This design comes from an exercise in tuning for small area, a short achievable clock period and few clock cycles per item on the open sky130 flow, not from production work.
In this exercise RTL edits were held to simulation tests only and were not proved equivalent to the original.
No activity file was given, so power comes from the tool's default toggle rates.

// deque_top
module deque_top (
	input  logic        clk,
	input  logic        arst_n,
	input  logic        req_valid,
	output logic        req_ready,
	input  logic [2:0]  req_cmd,
	input  logic [31:0] req_value,
	output logic        rsp_valid,
	input  logic        rsp_ready,
	output logic [1:0]  rsp_status,
	output logic [31:0] rsp_popped,
	output logic [31:0] rsp_front,
	output logic [31:0] rsp_rear,
	output logic [4:0]  rsp_occupancy,
	output logic        rsp_empty,
	output logic        rsp_full
);
Size: roughly 1,600 cells after synthesis, ~150 I/O pins, about 24,000 sq um of cells after synthesis.
==> module deque_top, before the edit <==
module deque_top (
	input  logic        clk,
	input  logic        arst_n,
	input  logic        req_valid,
	output logic        req_ready,
	input  logic [2:0]  req_cmd,
	input  logic [31:0] req_value,
	output logic        rsp_valid,
	input  logic        rsp_ready,
	output logic [1:0]  rsp_status,
	output logic [31:0] rsp_popped,
	output logic [31:0] rsp_front,
	output logic [31:0] rsp_rear,
	output logic [4:0]  rsp_occupancy,
	output logic        rsp_empty,
	output logic        rsp_full
);
	localparam int RN = 14;    
	localparam int DW = 32;
	logic [4:0]    cnt_q;
	logic          empty_q, n1_q, n2_q;    
	logic [RN-1:0] rp_h_q, rp_t_q;      
	logic          full_q;              
	logic [DW-1:0] ring_q [RN];
	logic [DW-1:0] front_q, rear_q;
	logic          rsp_valid_q;
	logic [1:0]    status_q;
	logic [DW-1:0] popped_q;
	logic          slot_free, run;
	logic [2:0]    cmd;
	logic [DW-1:0] value;
	assign slot_free = !rsp_valid_q || rsp_ready;
	assign req_ready = slot_free;
	assign run       = req_valid && slot_free;
	assign cmd       = req_cmd;
	assign value     = req_value;
	logic is_push, is_pop, at_rear;
	assign is_push = (cmd[2:1] == 2'b00);
	assign is_pop  = (cmd[2:1] == 2'b01);
	assign at_rear = cmd[0];
	logic n1, n2, n3, n15, ge2, full;
	assign n15  = (cnt_q == 5'd15);
	assign n1   = n1_q;
	assign n2   = n2_q;
	assign n3   = (cnt_q == 5'd3);
	assign full = full_q;
	assign ge2  = !empty_q && !n1;
	logic push_ok, pop_ok, ring_push, ring_pop;
	assign push_ok   = is_push && !full;
	assign pop_ok    = is_pop && !empty_q;
	assign ring_push = push_ok && ge2;
	assign ring_pop  = pop_ok && ge2 && !n2;
	logic [RN-1:0] h_prev, h_next, t_prev, t_next;
	assign h_prev = {rp_h_q[0], rp_h_q[RN-1:1]};
	assign h_next = {rp_h_q[RN-2:0], rp_h_q[RN-1]};
	assign t_prev = {rp_t_q[0], rp_t_q[RN-1:1]};
	assign t_next = {rp_t_q[RN-2:0], rp_t_q[RN-1]};
	logic [DW-1:0] near_w, far_w;
	assign near_w = at_rear ? rear_q : front_q;
	assign far_w  = at_rear ? front_q : rear_q;
	logic [DW-1:0] pop_w;
	logic [RN-1:0] h_oh, t_oh, rsel;
	always_comb begin
		for (int i = 0; i < RN; i++) begin
			h_oh[i] = !n2 && rp_h_q[i];
			t_oh[i] = !n2 && rp_t_q[i];
		end
		rsel  = at_rear ? t_oh : h_oh;
		pop_w = far_w & {DW{n2}};
		for (int i = 0; i < RN; i++)
			pop_w = pop_w | (ring_q[i] & {DW{rsel[i]}});
	end
	logic [DW-1:0] end_d;
	always_comb begin
		if (is_push)
			end_d = value;
		else if (pop_ok && ge2)
			end_d = pop_w;
		else
			end_d = '0;
	end
	logic front_ld, rear_ld;
	assign front_ld = empty_q || (push_ok && !at_rear) || (pop_ok && (!at_rear || n1));
	assign rear_ld  = empty_q || (push_ok && at_rear)  || (pop_ok && (at_rear || n1));
	logic [4:0] cnt_d;
	always_comb begin
		cnt_d = cnt_q;
		if (push_ok)
			cnt_d = cnt_q + 5'd1;
		if (pop_ok)
			cnt_d = cnt_q - 5'd1;
	end
	always_ff @(posedge clk or negedge arst_n) begin
		if (!arst_n) begin
			cnt_q       <= '0;
			empty_q     <= 1'b1;
			n1_q        <= 1'b0;
			n2_q        <= 1'b0;
			rp_h_q      <= RN'(1);
			rp_t_q      <= RN'(1) << (RN - 1);
			full_q      <= 1'b0;
			rsp_valid_q <= 1'b0;
		end else begin
			if (run) begin
				cnt_q   <= cnt_d;
				empty_q <= (n1 && pop_ok) || (empty_q && !push_ok);
				n1_q    <= (empty_q && push_ok) || (n2 && pop_ok) || (n1 && !push_ok && !pop_ok);
				n2_q    <= (n1 && push_ok) || (n3 && pop_ok) || (n2 && !push_ok && !pop_ok);
				full_q  <= (n15 && push_ok) || (full_q && !pop_ok);
				if (ring_push && !at_rear)
					rp_h_q <= h_prev;
				if (ring_pop && !at_rear)
					rp_h_q <= h_next;
				if (ring_push && at_rear)
					rp_t_q <= t_next;
				if (ring_pop && at_rear)
					rp_t_q <= t_prev;
			end
			if (slot_free)
				rsp_valid_q <= run;
		end
	end
	always_ff @(posedge clk) begin
		if (run && front_ld)
			front_q <= end_d;
		if (run && rear_ld)
			rear_q <= end_d;
		if (run) begin
			popped_q <= near_w & {DW{pop_ok}};
			status_q <= {is_pop && empty_q, is_push && full};
		end
	end
	logic [RN-1:0] we;
	always_comb begin
		for (int i = 0; i < RN; i++)
			we[i] = !full && (h_prev[i] || t_next[i]);
	end
	for (genvar i = 0; i < RN; i++) begin : g_ring
		always_ff @(posedge clk) begin
			if (we[i])
				ring_q[i] <= near_w;
		end
	end
	assign rsp_valid     = rsp_valid_q;
	assign rsp_status    = status_q;
	assign rsp_popped    = popped_q;
	assign rsp_front     = front_q;
	assign rsp_rear      = rear_q;
	assign rsp_occupancy = cnt_q;
	assign rsp_empty     = empty_q;
	assign rsp_full      = cnt_q[4];
endmodule
clock: 5.0 ns
lec_check: 0
cap_margin: 20
core_margin: 2
core_utilization: 60
cts_buf_list: sky130_fd_sc_hd__clkbuf_8
setup_slack_margin: 2.5
slew_margin: 20
tns_end_percent: 10
standard.sh (not shown) runs the stock make flow with config.mk's settings and CLKGATE_MAP_FILE= SYNTH_SCRIPT=/design/flow/synth_recipe.tcl, a recipe that flattens the netlist after the stock synthesis.
==> flow/flow/run.sh <==
#!/bin/bash
# Layout flow: the standard ORFS flow, with plain buf_2 cells as the
# port buffers instead of the delay cells buffer_ports picks by itself.
set -euo pipefail
cd "$(dirname "$0")/.."
export BUFFER_PORTS_ARGS="-buffer_cell sky130_fd_sc_hd__buf_2"
bash standard.sh finish > flow_standard.log 2>&1
Testbench counts at the start, summed over its fixed seeds: cycles 48,008, commands 48,000.
==> next run, changes <==
--- a/flow/design.v
+++ b/flow/design.v
@@ -50,12 +50,11 @@
 );
 	localparam int RN = 14;    
 	localparam int DW = 32;
 	logic [4:0]    cnt_q;
 	logic          empty_q, n1_q, n2_q;    
-	logic [RN-1:0] rp_h_q, rp_t_q;      
-	logic          full_q;              
+	logic [3:0]    rp_h_q, rp_t_q;      
 	logic [DW-1:0] ring_q [RN];
 	logic [DW-1:0] front_q, rear_q;
 	logic          rsp_valid_q;
 	logic [1:0]    status_q;
 	logic [DW-1:0] popped_q;
@@ -69,36 +68,35 @@
 	assign value     = req_value;
 	logic is_push, is_pop, at_rear;
 	assign is_push = (cmd[2:1] == 2'b00);
 	assign is_pop  = (cmd[2:1] == 2'b01);
 	assign at_rear = cmd[0];
-	logic n1, n2, n3, n15, ge2, full;
-	assign n15  = (cnt_q == 5'd15);
+	logic n1, n2, n3, ge2, full;
 	assign n1   = n1_q;
 	assign n2   = n2_q;
 	assign n3   = (cnt_q == 5'd3);
-	assign full = full_q;
+	assign full = cnt_q[4];
 	assign ge2  = !empty_q && !n1;
 	logic push_ok, pop_ok, ring_push, ring_pop;
 	assign push_ok   = is_push && !full;
 	assign pop_ok    = is_pop && !empty_q;
 	assign ring_push = push_ok && ge2;
 	assign ring_pop  = pop_ok && ge2 && !n2;
-	logic [RN-1:0] h_prev, h_next, t_prev, t_next;
-	assign h_prev = {rp_h_q[0], rp_h_q[RN-1:1]};
-	assign h_next = {rp_h_q[RN-2:0], rp_h_q[RN-1]};
-	assign t_prev = {rp_t_q[0], rp_t_q[RN-1:1]};
-	assign t_next = {rp_t_q[RN-2:0], rp_t_q[RN-1]};
+	logic [3:0] h_prev, h_next, t_prev, t_next;
+	assign h_prev = (rp_h_q == 4'd0)       ? 4'(RN - 1) : rp_h_q - 4'd1;
+	assign h_next = (rp_h_q == 4'(RN - 1)) ? 4'd0       : rp_h_q + 4'd1;
+	assign t_prev = (rp_t_q == 4'd0)       ? 4'(RN - 1) : rp_t_q - 4'd1;
+	assign t_next = (rp_t_q == 4'(RN - 1)) ? 4'd0       : rp_t_q + 4'd1;
 	logic [DW-1:0] near_w, far_w;
 	assign near_w = at_rear ? rear_q : front_q;
 	assign far_w  = at_rear ? front_q : rear_q;
 	logic [DW-1:0] pop_w;
 	logic [RN-1:0] h_oh, t_oh, rsel;
 	always_comb begin
 		for (int i = 0; i < RN; i++) begin
-			h_oh[i] = !n2 && rp_h_q[i];
-			t_oh[i] = !n2 && rp_t_q[i];
+			h_oh[i] = !n2 && (rp_h_q == 4'(i));
+			t_oh[i] = !n2 && (rp_t_q == 4'(i));
 		end
 		rsel  = at_rear ? t_oh : h_oh;
 		pop_w = far_w & {DW{n2}};
 		for (int i = 0; i < RN; i++)
 			pop_w = pop_w | (ring_q[i] & {DW{rsel[i]}});
@@ -127,21 +125,19 @@
 		if (!arst_n) begin
 			cnt_q       <= '0;
 			empty_q     <= 1'b1;
 			n1_q        <= 1'b0;
 			n2_q        <= 1'b0;
-			rp_h_q      <= RN'(1);
-			rp_t_q      <= RN'(1) << (RN - 1);
-			full_q      <= 1'b0;
+			rp_h_q      <= 4'd0;
+			rp_t_q      <= 4'(RN - 1);
 			rsp_valid_q <= 1'b0;
 		end else begin
 			if (run) begin
 				cnt_q   <= cnt_d;
 				empty_q <= (n1 && pop_ok) || (empty_q && !push_ok);
 				n1_q    <= (empty_q && push_ok) || (n2 && pop_ok) || (n1 && !push_ok && !pop_ok);
 				n2_q    <= (n1 && push_ok) || (n3 && pop_ok) || (n2 && !push_ok && !pop_ok);
-				full_q  <= (n15 && push_ok) || (full_q && !pop_ok);
 				if (ring_push && !at_rear)
 					rp_h_q <= h_prev;
 				if (ring_pop && !at_rear)
 					rp_h_q <= h_next;
 				if (ring_push && at_rear)
@@ -164,11 +160,11 @@
 		end
 	end
 	logic [RN-1:0] we;
 	always_comb begin
 		for (int i = 0; i < RN; i++)
-			we[i] = !full && (h_prev[i] || t_next[i]);
+			we[i] = !full && (h_prev == 4'(i) || t_next == 4'(i));
 	end
 	for (genvar i = 0; i < RN; i++) begin : g_ring
 		always_ff @(posedge clk) begin
 			if (we[i])
 				ring_q[i] <= near_w;
@@ -179,7 +175,7 @@
 	assign rsp_popped    = popped_q;
 	assign rsp_front     = front_q;
 	assign rsp_rear      = rear_q;
 	assign rsp_occupancy = cnt_q;
 	assign rsp_empty     = empty_q;
-	assign rsp_full      = cnt_q[4];
+	assign rsp_full      = full;
 endmodule
What happened:
- combinational power went down by about 45%
- sequential power went down by 24%
- via count went down by 7.1%
- routed wire length went down by 5.3%
- design area went down by about 7%
Testbench counts after the change, summed over its fixed seeds: cycles 48,008, commands 48,000.

-- what the ideal ports hide --
The flow's constraints put no driver on any port. The routed layouts listed below were extracted and timed again, unchanged, in two steps. Step 1 (the two cells are an assumption about what drives the block):
set clk [get_ports {clk}]
set_driving_cell -lib_cell sky130_fd_sc_hd__clkbuf_16 $clk
set_driving_cell -lib_cell sky130_fd_sc_hd__buf_2 [delete_from_list [all_inputs] $clk]
Step 2 also shifts input and output timing later by t, the mid clock arrival at the registers, as if the neighbouring blocks saw the same clock. Slacks: no drivers / after step 1 / after step 2; pairs: no drivers / after step 1.
run	t (ns)	setup slack, ns	worst hold slack (ns)	latest minus earliest clock arrival (ns)
the first run	0.714	2.487 / 2.375 / 1.661	0.467 / 0.435 / 0.522	0.024 / 0.024
the second run	0.696	2.227 / 2.227 / 1.724	0.263 / 0.232 / 0.517	0.028 / 0.028
After both steps setup and hold are still met in every run listed. The setup slack of the first run, which loses most, moves by -0.112 ns with the drivers and by -0.826 ns with both steps.
